This design comes from an exercise in tuning for small area and a short achievable clock period on the open sky130 flow, not from production work. Only simulation tests tie the RTL to the original design; equivalence was not proved.

// ex_stage
module ex_stage (
  input  logic              clk,
  input  logic              rst_n,
  input  ex_pkg::alu_op_e   alu_operator_i,
  input  ex_pkg::word_t     alu_operand_a_i,
  input  ex_pkg::word_t     alu_operand_b_i,
  input  ex_pkg::word_t     alu_operand_c_i,
  input  logic              alu_en_i,
  input  ex_pkg::mul_op_e   mult_operator_i,
  input  ex_pkg::word_t     mult_operand_a_i,
  input  ex_pkg::word_t     mult_operand_b_i,
  input  ex_pkg::word_t     mult_operand_c_i,
  input  logic              mult_en_i,
  input  logic              csr_access_i,
  input  ex_pkg::word_t     csr_rdata_i,
  input  logic              branch_in_ex_i,
  input  ex_pkg::reg_addr_t regfile_alu_waddr_i,
  input  logic              regfile_alu_we_i,
  input  ex_pkg::reg_addr_t regfile_waddr_i,
  input  logic              regfile_we_i,
  input  logic              lsu_en_i,
  input  ex_pkg::word_t     lsu_rdata_i,
  input  logic              lsu_ready_ex_i,
  input  logic              lsu_err_i,
  input  logic              wb_ready_i,
  output ex_pkg::reg_addr_t regfile_alu_waddr_fw_o,
  output logic              regfile_alu_we_fw_o,
  output ex_pkg::word_t     regfile_alu_wdata_fw_o,
  output ex_pkg::reg_addr_t regfile_waddr_wb_o,
  output logic              regfile_we_wb_o,
  output ex_pkg::word_t     regfile_wdata_wb_o,
  output ex_pkg::word_t     jump_target_o,
  output logic              branch_decision_o,
  output logic              mult_multicycle_o,
  output logic              ex_ready_o,
  output logic              ex_valid_o
);
Size in the first run: roughly 4000 cells after synthesis, roughly 0.032 mm2 of cells after synthesis.
Settings: LEC_CHECK=0, ABC_AREA=1, CAP_MARGIN=20, CORE_MARGIN=2, CORE_UTILIZATION=40, PLACE_DENSITY=0.8, SETUP_SLACK_MARGIN=3, SLEW_MARGIN=20, SYNTH_HIERARCHICAL=1; clock period 15.0 ns.
standard.sh (not shown) runs the stock make flow with config.mk's settings and CLKGATE_MAP_FILE= SYNTH_SCRIPT=/design/flow/synth_recipe.tcl, a recipe that flattens the netlist after the stock synthesis.
==> flow/flow/run.sh <==
#!/bin/bash
# The standard layout, with the port buffers built from plain buffers
# (sky130_fd_sc_hd__buf_2) instead of the delay cell buffer_ports picks by itself.
set -euo pipefail
export BUFFER_PORTS_ARGS="-buffer_cell sky130_fd_sc_hd__buf_2"
bash standard.sh > standard.log 2>&1
Edit:
==> flow/flow/run.sh (replaced) <==
#!/bin/bash
# The standard layout, with two changes to how it is made:
# - the port buffers are plain buffers (sky130_fd_sc_hd__buf_1) instead of the delay
#   cell buffer_ports picks by itself;
# - the buffers synthesis put in are taken out at floorplan (REMOVE_ABC_BUFFERS), and
#   the resizer buffers the nets again where timing and slew need it;
# - after global route the resizer downsizes gates off the critical paths (RECOVER_POWER).
set -euo pipefail
export BUFFER_PORTS_ARGS="-buffer_cell sky130_fd_sc_hd__buf_1"
export REMOVE_ABC_BUFFERS=1
export RECOVER_POWER=30
bash standard.sh > standard.log 2>&1
--- a/flow/config.mk
+++ b/flow/config.mk
@@ -10,6 +10,5 @@
 export CORE_MARGIN = 2
 export CORE_UTILIZATION = 40
-export PLACE_DENSITY = 0.8
-export SETUP_SLACK_MARGIN = 3
+export SETUP_SLACK_MARGIN = 3.25
 export SLEW_MARGIN = 20
 export SYNTH_HIERARCHICAL = 1
Now the flow produced a layout that fails on max-capacitance violations, max-slew violations.
Cell area went up by about 1.4%.
Maximum frequency grows by 2.3%.
Routed wire length climbs by about 4.5%.
Edit:
==> flow/flow/run.sh (replaced) <==
#!/bin/bash
# The standard layout, with two changes to how it is made:
# - the port buffers are plain buffers (sky130_fd_sc_hd__buf_1) instead of the delay
#   cell buffer_ports picks by itself;
# - the buffers synthesis put in are taken out at floorplan (REMOVE_ABC_BUFFERS), and
#   the resizer buffers the nets again where timing and slew need it.
set -euo pipefail
export BUFFER_PORTS_ARGS="-buffer_cell sky130_fd_sc_hd__buf_1"
export REMOVE_ABC_BUFFERS=1
bash standard.sh > standard.log 2>&1
Result:
- The new run produced a clean layout
- cell area barely changes
- flip-flop and latch count stays the same
- routed wire length hardly moves
- die area stays the same
- via count is about the same
- cell count barely changes
Edit:
--- a/flow/flow/run.sh
+++ b/flow/flow/run.sh
@@ -4,7 +4,9 @@
 #   cell buffer_ports picks by itself;
 # - the buffers synthesis put in are taken out at floorplan (REMOVE_ABC_BUFFERS), and
-#   the resizer buffers the nets again where timing and slew need it.
+#   the resizer buffers the nets again where timing and slew need it;
+# - after global route the resizer downsizes gates off the critical paths (RECOVER_POWER).
 set -euo pipefail
 export BUFFER_PORTS_ARGS="-buffer_cell sky130_fd_sc_hd__buf_1"
 export REMOVE_ABC_BUFFERS=1
+export RECOVER_POWER=100
 bash standard.sh > standard.log 2>&1
With this change the flow produced a layout that fails on max-capacitance violations, max-slew violations; worst setup slack loses 0.65 ns; cell area barely changes; synthesized area stays the same; maximum frequency falls by about 5%; global-route usage is unchanged; cell count is unchanged; non-clock buffer count is unchanged; hold slack hardly moves; first-iteration DRC count rises by 6.9%; wire length barely changes.

alpha:
Starting RTL as in the previous note.
## ex_stage
module ex_stage (
  input  logic              clk,
  input  logic              rst_n,
  input  ex_pkg::alu_op_e   alu_operator_i,
  input  ex_pkg::word_t     alu_operand_a_i,
  input  ex_pkg::word_t     alu_operand_b_i,
  input  ex_pkg::word_t     alu_operand_c_i,
  input  logic              alu_en_i,
  input  ex_pkg::mul_op_e   mult_operator_i,
  input  ex_pkg::word_t     mult_operand_a_i,
  input  ex_pkg::word_t     mult_operand_b_i,
  input  ex_pkg::word_t     mult_operand_c_i,
  input  logic              mult_en_i,
  input  logic              csr_access_i,
  input  ex_pkg::word_t     csr_rdata_i,
  input  logic              branch_in_ex_i,
  input  ex_pkg::reg_addr_t regfile_alu_waddr_i,
  input  logic              regfile_alu_we_i,
  input  ex_pkg::reg_addr_t regfile_waddr_i,
  input  logic              regfile_we_i,
  input  logic              lsu_en_i,
  input  ex_pkg::word_t     lsu_rdata_i,
  input  logic              lsu_ready_ex_i,
  input  logic              lsu_err_i,
  input  logic              wb_ready_i,
  output ex_pkg::reg_addr_t regfile_alu_waddr_fw_o,
  output logic              regfile_alu_we_fw_o,
  output ex_pkg::word_t     regfile_alu_wdata_fw_o,
  output ex_pkg::reg_addr_t regfile_waddr_wb_o,
  output logic              regfile_we_wb_o,
  output ex_pkg::word_t     regfile_wdata_wb_o,
  output ex_pkg::word_t     jump_target_o,
  output logic              branch_decision_o,
  output logic              mult_multicycle_o,
  output logic              ex_ready_o,
  output logic              ex_valid_o
);
clock: 15.0 ns
lec_check: 0
abc_area: 1
cap_margin: 20
core_margin: 2
core_utilization: 40
setup_slack_margin: 3
slew_margin: 20
synth_hierarchical: 1
==> flow/flow/run.sh <==
#!/bin/bash
# The standard layout, with two changes to how it is made:
# - the port buffers are plain buffers (sky130_fd_sc_hd__buf_2) instead of the delay
#   cell buffer_ports picks by itself;
# - the buffers synthesis put in are taken out at floorplan (REMOVE_ABC_BUFFERS), and
#   the resizer buffers the nets again where timing and slew need it.
set -euo pipefail
export BUFFER_PORTS_ARGS="-buffer_cell sky130_fd_sc_hd__buf_2"
export REMOVE_ABC_BUFFERS=1
bash standard.sh > standard.log 2>&1
alpha | status: complete | timing, DRC, antenna: pass
--- input diff alpha..beta ---
==> flow/flow/run.sh <==
#!/bin/bash
# The standard layout, with the port buffers built from plain buffers
# (sky130_fd_sc_hd__buf_2) instead of the delay cell buffer_ports picks by itself.
set -euo pipefail
export BUFFER_PORTS_ARGS="-buffer_cell sky130_fd_sc_hd__buf_2"
bash standard.sh > standard.log 2>&1
diff --git a/flow/config.mk b/flow/config.mk
--- a/flow/config.mk
+++ b/flow/config.mk
@@ -9,5 +9,5 @@
 export CAP_MARGIN = 20
 export CORE_MARGIN = 2
-export CORE_UTILIZATION = 40
+export CORE_UTILIZATION = 65
 export SETUP_SLACK_MARGIN = 3
 export SLEW_MARGIN = 20
Notes after the runs:
Diff alpha -> beta: post-CTS setup-driven buffer insertion count went down by 4; non-clock buffer count went down by 3.2%. Via count delta (beta − alpha): unfavourable. Between beta and alpha, the net total in the final layout does not differ in any meaningful way. beta completed every stage of the flow, and the final layout passed the timing, design-rule and antenna checks. Compared with alpha, beta shows setup slack lower by 91 ps.
Setup changes, beta to gamma
diff --git a/flow/config.mk b/flow/config.mk
--- a/flow/config.mk
+++ b/flow/config.mk
@@ -9,5 +9,5 @@
 export CAP_MARGIN = 20
 export CORE_MARGIN = 2
-export CORE_UTILIZATION = 65
+export CORE_UTILIZATION = 40
 export SETUP_SLACK_MARGIN = 3
 export SLEW_MARGIN = 20
## What came out
- Compared to beta, gamma was floorplanned on a bigger die.
- Summary — global routing met3 resource utilization, gamma relative to beta: lower, by 18 points.
Relative to gamma, the following input files were edited for delta:
diff --git a/flow/config.mk b/flow/config.mk
--- a/flow/config.mk
+++ b/flow/config.mk
@@ -10,5 +10,5 @@
 export CORE_MARGIN = 2
 export CORE_UTILIZATION = 40
-export SETUP_SLACK_MARGIN = 3
+export SETUP_SLACK_MARGIN = 3.5
 export SLEW_MARGIN = 20
 export SYNTH_HIERARCHICAL = 1
--- outcome ---
- Share of final layout cell area taken by non-clock buffers: gamma and delta compared, lower one is gamma
- A end point of the critical path of regfile_alu_wdata_fw_o[31] is what gamma shows, while regfile_alu_wdata_fw_o[28] belongs to delta.
- Between gamma and delta, the fraction of final layout cells sized beyond drive strength 1 is higher for delta.
- Compare gamma and delta | met2 wire length lower: gamma
- Any difference in worst hold slack between delta and gamma is small enough to ignore.
- Min synthesis-to-layout area growth across gamma and delta: gamma
Here is what was changed in the inputs of epsilon compared with delta.
==> flow/flow/run.sh <==
#!/bin/bash
# The standard layout, with two changes to how it is made:
# - the port buffers are plain buffers (sky130_fd_sc_hd__buf_2) instead of the delay
#   cell buffer_ports picks by itself;
# - the buffers synthesis put in are taken out at floorplan (REMOVE_ABC_BUFFERS), and
#   the resizer buffers the nets again where timing and slew need it.
set -euo pipefail
export BUFFER_PORTS_ARGS="-buffer_cell sky130_fd_sc_hd__buf_2"
export REMOVE_ABC_BUFFERS=1
bash standard.sh > standard.log 2>&1
diff --git a/flow/config.mk b/flow/config.mk
--- a/flow/config.mk
+++ b/flow/config.mk
@@ -10,5 +10,5 @@
 export CORE_MARGIN = 2
 export CORE_UTILIZATION = 40
-export SETUP_SLACK_MARGIN = 3.5
+export SETUP_SLACK_MARGIN = 3.25
 export SLEW_MARGIN = 20
 export SYNTH_HIERARCHICAL = 1
[summary]
Number of buffers added for setup after CTS is lower on epsilon
Re first-pass GRT wire length: epsilon is about 1.6% down on delta.
Comparing epsilon with delta, the depth of the CTS H-tree came out essentially unchanged.
From delta to epsilon the numbers moved as follows: post-layout minimum cycle time up 140 ps, count of plain and timing-repair buffers down 7.7%, HPWL reported at the end of detailed placement down about 6%.

[static timing again, ports no longer ideal]
How much do the figures lean on ideal ports? The routed layouts below were timed once more, with nothing changed but the port constraints.
Step 1 (the two cells are an assumption about what drives the block):
set clk [get_ports {clk}]
set_driving_cell -lib_cell sky130_fd_sc_hd__clkbuf_16 $clk
set_driving_cell -lib_cell sky130_fd_sc_hd__buf_2 [delete_from_list [all_inputs] $clk]
Step 2, shift: input delay + t, output delay - t, t = (earliest + latest rising clock arrival at the registers) / 2. This alone moves slack from input paths to output paths.
Slacks: ideal ports / drivers / drivers and shift; pairs: ideal ports / drivers.
run	shift t [ns]	setup WS [ns]	worst setup path at the end
the first run of note 1	0.353	3.102 / 3.066 / 3.066	input to output
the second run of note 1	0.321	3.371 / 3.332 / 3.332	input to output
the third run of note 1	0.319	3.380 / 3.334 / 3.334	input to output
the fourth run of note 1	0.321	2.734 / 2.707 / 2.707	input to output
alpha	0.325	3.160 / 3.137 / 3.137	input to output
beta	0.332	3.068 / 3.030 / 3.030	input to output
gamma	0.329	3.177 / 3.153 / 3.153	input to output
delta	0.326	3.553 / 3.526 / 3.526	input to output
epsilon	0.324	3.417 / 3.375 / 3.375	input to output
The setup slack of the third run of note 1, which loses most, moves by -0.046 ns with the drivers and by -0.046 ns with both steps.
